Source: an optimization exercise on an open RTL-to-GDS flow (aim: small area, a short achievable clock period and few clock cycles per item). Production flows keep margins and buffers that such runs may drop.
Only simulation tests tie the RTL to the original design; equivalence was not proved.
Power figures rest on the tool's default switching activity, not on a simulated workload.

==> flow/design.v (excerpt) <==
module bus_uart_bridge_fifo_core #(
    parameter int RING_DEPTH = 256
) (
    input  wire logic        clk,
    input  wire logic        rst_n,
    input  wire logic        s_tvalid,
    output logic             s_tready,
    input  wire logic [7:0]  s_tdata,    
    input  wire logic [2:0]  s_tuser,    
    output logic             m_tvalid,
    input  wire logic        m_tready,
    output logic [bubf_pkg::OUT_W-1:0] m_tdata
);
    logic       in_v, sk_v;
    logic [2:0] sk_f;
    logic [7:0] in_d, sk_d;
    logic       rx_rd, rx_st, tx_rd, rx_wr, tx_wr, ovf, in_cmd, in_rel;
    logic       out_valid;
    logic [7:0] out_bus_data, out_tx_byte;
    logic       out_bus_drive, out_wait_release, out_tx_valid, out_overflow;
    logic [bubf_pkg::DIV_W-1:0] divisor_x;
    logic [3:0] ph;
    logic       adv, acc, ld_in;
    logic       rx_push, rx_pop, tx_push, tx_pop;
    logic       rx_nempty_n, rx_full_n, tx_nempty_n, tx_full_n;
    logic [7:0] rx_dout, tx_dout;
    logic       sk_v_o;
    assign s_tready = !sk_v_o;
    assign acc      = s_tvalid && !sk_v;
    assign adv      = !out_valid || m_tready;
    assign ld_in    = !in_v || adv;
    assign rx_pop  = adv && rx_rd;
    assign rx_push = adv && rx_wr;
    assign tx_pop  = adv && tx_rd;
    assign tx_push = adv && tx_wr;
    bubf_ring_ram u_rx_ram (
        .clk      (clk),
        .rst_n    (rst_n),
        .ph       (ph),
        .push     (rx_push),
        .pop      (rx_pop),
        .rd_sel   (rx_rd),
        .din      (in_d),
  ...
==> module bubf_ring_ram, before the edit <==
module bubf_ring_ram (
    input  wire logic       clk,
    input  wire logic       rst_n,
    input  wire logic [3:0] ph,
    input  wire logic       push,
    input  wire logic       pop,
    input  wire logic       rd_sel,    
    input  wire logic [7:0] din,
    output logic      [7:0] dout,      
    output logic            nempty_n,  
    output logic            full_n     
);
    logic [7:0]   head, tail, cnt;
    logic         nempty_r, full_r, cnt_ge16, cnt_gt16;
    logic [15:0]  pend, hv, fire_r;
    logic [15:0]  hlt, lt, win;
    logic [15:0]  toh, hoh;
    logic [127:0] wbuf, hreg;
    logic [127:0] tap;
    logic [15:0]  cap, rdl, ld, fire_n;
    assign nempty_n = push || (pop ? (cnt != 8'd1) : nempty_r);
    assign full_n   = push ? (cnt == 8'd254) : (!pop && full_r);
    assign toh[0] = !lt[0];
    assign hoh[0] = !hlt[0];
    genvar k;
    generate
        for (k = 1; k < 16; k = k + 1)
        begin : g_toh
            assign toh[k] = lt[k-1] && !lt[k];
            assign hoh[k] = hlt[k-1] && !hlt[k];
        end
    endgenerate
    always_comb
    begin
        dout = 8'h00;
        for (int i = 0; i < 16; i++)
        begin
            if (rd_sel && toh[i] && hv[i])
                dout = dout | hreg[i*8 +: 8];
            if (rd_sel && toh[i] && !hv[i])
                dout = dout | wbuf[i*8 +: 8];
        end
    end
    logic f0, f1, ne0, e0, e1, h_inc, t_inc;
    assign e0 = !ne0;
    assign h_inc = push && hoh[15];
    assign t_inc = pop && toh[15];
    always_ff @(posedge clk or negedge rst_n)
    begin
        if (!rst_n)
        begin
            f0 <= 1'b0;
            f1 <= 1'b0;
            ne0 <= 1'b0;
            e1  <= 1'b0;
        end
        else
        begin
            f0 <= h_inc ? f0 : f1;
            f1 <= h_inc ? f1 : (4'(ph + 4'd3) == head[7:4]);
            ne0 <= t_inc ? ne0 : (4'(ph + 4'd1) != tail[7:4]);
            e1  <= t_inc ? e1 : e0;
        end
    end
    genvar l;
    generate
        for (l = 0; l < 16; l = l + 1)
        begin : g_loop
            logic [127:0] sr;
            logic         cap_keep, cap_pop;
            assign fire_n[l] = ld[l] ? f0
                                     : (pend[l] && (hlt[l] ? f0 : f1));
            assign tap[l*8 +: 8] = fire_r[l] ? wbuf[l*8 +: 8] : sr[127:120];
            always_ff @(posedge clk)
            begin
                sr <= {sr[119:0], tap[l*8 +: 8]};
            end
            assign rdl[l]   = pop && toh[l];
            assign cap_keep = !hv[l] && win[l] && (lt[l] ? e1 : e0);
            assign cap_pop  = toh[l] ? (cnt_gt16 && e1) : cap_keep;
            assign cap[l]   = pop ? cap_pop : cap_keep;
            assign ld[l]    = push && hoh[l];
            always_ff @(posedge clk)
            begin
                if (ld[l])
                    wbuf[l*8 +: 8] <= din;
                if (cap[l])
                    hreg[l*8 +: 8] <= tap[l*8 +: 8];
            end
            always_ff @(posedge clk or negedge rst_n)
            begin
                if (!rst_n)
                begin
                    pend[l]   <= 1'b0;
                    fire_r[l] <= 1'b0;
                    hv[l]     <= 1'b0;
                    win[l]    <= 1'b0;
                end
                else
                begin
                    pend[l]   <= ld[l] || (pend[l] && !fire_r[l]);
                    fire_r[l] <= fire_n[l];
                    hv[l]     <= cap[l] || (hv[l] && !rdl[l]);
                    if (ld[l] && !cnt_ge16)
                        win[l] <= 1'b1;
                    else if (rdl[l] && !cnt_gt16)
                        win[l] <= 1'b0;
                end
            end
        end
    endgenerate
    always_ff @(posedge clk or negedge rst_n)
    begin
        if (!rst_n)
        begin
            head     <= '0;
            tail     <= '0;
            cnt      <= '0;
            hlt      <= '0;
            lt       <= '0;
            nempty_r <= 1'b0;
            full_r   <= 1'b0;
            cnt_ge16 <= 1'b0;
            cnt_gt16 <= 1'b0;
        end
        else
        begin
            if (push)
            begin
                head     <= head + 8'd1;
                hlt      <= (head[3:0] == 4'd15) ? 16'h0000 : {hlt[14:0], 1'b1};
                cnt      <= cnt + 8'd1;
                nempty_r <= 1'b1;
                full_r   <= (cnt == 8'd254);
                cnt_ge16 <= (cnt > 8'd14);
                cnt_gt16 <= (cnt > 8'd15);
            end
            else if (pop)
            begin
                tail     <= tail + 8'd1;
                lt       <= (tail[3:0] == 4'd15) ? 16'h0000 : {lt[14:0], 1'b1};
                cnt      <= cnt - 8'd1;
                nempty_r <= (cnt != 8'd1);
                full_r   <= 1'b0;
                cnt_ge16 <= (cnt > 8'd16);
                cnt_gt16 <= (cnt > 8'd17);
            end
        end
    end
endmodule
==> flow/config.mk <==
export PLATFORM = sky130hd
export DESIGN_NAME = bus_uart_bridge_fifo_core
export DESIGN_NICKNAME = bus_uart_bridge_fifo_core
export VERILOG_FILES = /design/flow/design.v
export SDC_FILE = /design/flow/constraint.sdc
export NUM_CORES = 4
export LEC_CHECK = 0
export CAP_MARGIN = 20
export CORE_MARGIN = 2
export CORE_UTILIZATION = 60
export PLACE_DENSITY = 0.7
export SETUP_SLACK_MARGIN = 2.3
export SLEW_MARGIN = 20
==> flow/constraint.sdc <==
create_clock -name core_clock -period 4.8 [get_ports {clk}]
set_input_delay 0.9600 -clock core_clock [delete_from_list [all_inputs] [get_ports {clk}]]
set_output_delay 0.9600 -clock core_clock [all_outputs]
set_load 0.01 [all_outputs]
standard.sh (not shown) runs the stock make flow with config.mk's settings and CLKGATE_MAP_FILE= SYNTH_SCRIPT=/design/flow/synth_recipe.tcl, a recipe that flattens the netlist after the stock synthesis.
==> flow/flow/run.sh <==
#!/bin/bash
# Standard layout, with clock tree synthesis told to build larger sink
# clusters and to add no dummy loads.
set -euo pipefail
export CTS_ARGS="-sink_clustering_enable -repair_clock_nets -dont_use_dummy_load -sink_clustering_size 30 -sink_clustering_max_diameter 60"
bash standard.sh finish > standard_flow.log 2>&1
Testbench counts at the start, summed over its fixed seeds: cycles 48,016, items 48,000.
Rerun with:
--- a/flow/design.v
+++ b/flow/design.v
@@ -71,9 +71,10 @@
     output logic      [7:0] dout,      
     output logic            nempty_n,  
     output logic            full_n     
 );
-    logic [7:0]   head, tail, cnt;
+    logic [3:0]   head_s, tail_s;
+    logic [7:0]   cnt;
     logic         nempty_r, full_r, cnt_ge16, cnt_gt16;
     logic [15:0]  pend, hv, fire_r;
     logic [15:0]  hlt, lt, win;
     logic [15:0]  toh, hoh;
@@ -91,19 +92,23 @@
             assign toh[k] = lt[k-1] && !lt[k];
             assign hoh[k] = hlt[k-1] && !hlt[k];
         end
     endgenerate
+    logic [7:0] h_at, w_at;
+    logic       hv_at;
     always_comb
     begin
-        dout = 8'h00;
+        h_at  = 8'h00;
+        w_at  = 8'h00;
+        hv_at = 1'b0;
         for (int i = 0; i < 16; i++)
         begin
-            if (rd_sel && toh[i] && hv[i])
-                dout = dout | hreg[i*8 +: 8];
-            if (rd_sel && toh[i] && !hv[i])
-                dout = dout | wbuf[i*8 +: 8];
+            h_at  = h_at  | (hreg[i*8 +: 8] & {8{toh[i]}});
+            w_at  = w_at  | (wbuf[i*8 +: 8] & {8{toh[i]}});
+            hv_at = hv_at | (hv[i] & toh[i]);
         end
     end
+    assign dout = (h_at & {8{rd_sel && hv_at}}) | (w_at & {8{rd_sel && !hv_at}});
     logic f0, f1, ne0, e0, e1, h_inc, t_inc;
     assign e0 = !ne0;
     assign h_inc = push && hoh[15];
     assign t_inc = pop && toh[15];
@@ -118,10 +123,10 @@
         end
         else
         begin
             f0 <= h_inc ? f0 : f1;
-            f1 <= h_inc ? f1 : (4'(ph + 4'd3) == head[7:4]);
-            ne0 <= t_inc ? ne0 : (4'(ph + 4'd1) != tail[7:4]);
+            f1 <= h_inc ? f1 : (4'(ph + 4'd3) == head_s);
+            ne0 <= t_inc ? ne0 : (4'(ph + 4'd1) != tail_s);
             e1  <= t_inc ? e1 : e0;
         end
     end
     genvar l;
@@ -147,22 +152,21 @@
                 if (ld[l])
                     wbuf[l*8 +: 8] <= din;
                 if (cap[l])
                     hreg[l*8 +: 8] <= tap[l*8 +: 8];
+                fire_r[l] <= fire_n[l];
             end
             always_ff @(posedge clk or negedge rst_n)
             begin
                 if (!rst_n)
                 begin
                     pend[l]   <= 1'b0;
-                    fire_r[l] <= 1'b0;
                     hv[l]     <= 1'b0;
                     win[l]    <= 1'b0;
                 end
                 else
                 begin
                     pend[l]   <= ld[l] || (pend[l] && !fire_r[l]);
-                    fire_r[l] <= fire_n[l];
                     hv[l]     <= cap[l] || (hv[l] && !rdl[l]);
                     if (ld[l] && !cnt_ge16)
                         win[l] <= 1'b1;
                     else if (rdl[l] && !cnt_gt16)
@@ -174,10 +178,10 @@
     always_ff @(posedge clk or negedge rst_n)
     begin
         if (!rst_n)
         begin
-            head     <= '0;
-            tail     <= '0;
+            head_s   <= '0;
+            tail_s   <= '0;
             cnt      <= '0;
             hlt      <= '0;
             lt       <= '0;
             nempty_r <= 1'b0;
@@ -188,20 +192,22 @@
         else
         begin
             if (push)
             begin
-                head     <= head + 8'd1;
-                hlt      <= (head[3:0] == 4'd15) ? 16'h0000 : {hlt[14:0], 1'b1};
+                if (hoh[15])
+                    head_s <= 4'(head_s + 4'd1);
+                hlt      <= hoh[15] ? 16'h0000 : {hlt[14:0], 1'b1};
                 cnt      <= cnt + 8'd1;
                 nempty_r <= 1'b1;
                 full_r   <= (cnt == 8'd254);
                 cnt_ge16 <= (cnt > 8'd14);
                 cnt_gt16 <= (cnt > 8'd15);
             end
             else if (pop)
             begin
-                tail     <= tail + 8'd1;
-                lt       <= (tail[3:0] == 4'd15) ? 16'h0000 : {lt[14:0], 1'b1};
+                if (toh[15])
+                    tail_s <= 4'(tail_s + 4'd1);
+                lt       <= toh[15] ? 16'h0000 : {lt[14:0], 1'b1};
                 cnt      <= cnt - 8'd1;
                 nempty_r <= (cnt != 8'd1);
                 full_r   <= 1'b0;
                 cnt_ge16 <= (cnt > 8'd16);
Effect: Clock-buffer cell count goes down by 2; utilization hardly moves; combinational power came out higher by 47%; cell count barely changes; first-iteration DRC count falls by 2.5%; setup slack degrades by 0.044 ns; die area came out lower by 0.68%; synthesized area decreases by 0.69%; total power came out higher by 0.43%; design area shrinks by 0.54%; sequential cell count falls by 16; fmax fell by 1.7%.
Testbench counts after the change, summed over its fixed seeds: cycles 48,016, items 48,000.

==> static timing again, ports no longer ideal <==
No port has a modelled driver above. Below, the same layouts with a new extraction and two added sets of constraints.
Step 1: set_driving_cell puts a clkbuf_16 on clk and a buf_2 on each other input, an assumption about the parent block.
Step 2 also shifts input and output timing later by t, the mid clock arrival at the registers, as if the neighbouring blocks saw the same clock.
a / b / c = no drivers / after step 1 / after step 2; a / b = the first two.
run	t (ns)	setup WS [ns]	worst hold slack (ns)	latest minus earliest clock arrival (ns)	worst data-port slew with drivers (ns)
the first run	0.901	2.256 / 2.256 / 1.448	0.170 / 0.166 / 0.251	0.100 / 0.100	0.11
the second run	0.916	2.212 / 2.152 / 1.303	0.155 / 0.166 / 0.253	0.089 / 0.090	0.10
After both steps setup and hold are still met in every run listed. For the second run, which loses most, drivers alone change the setup slack by -0.060 ns; drivers and shift together by -0.909 ns.
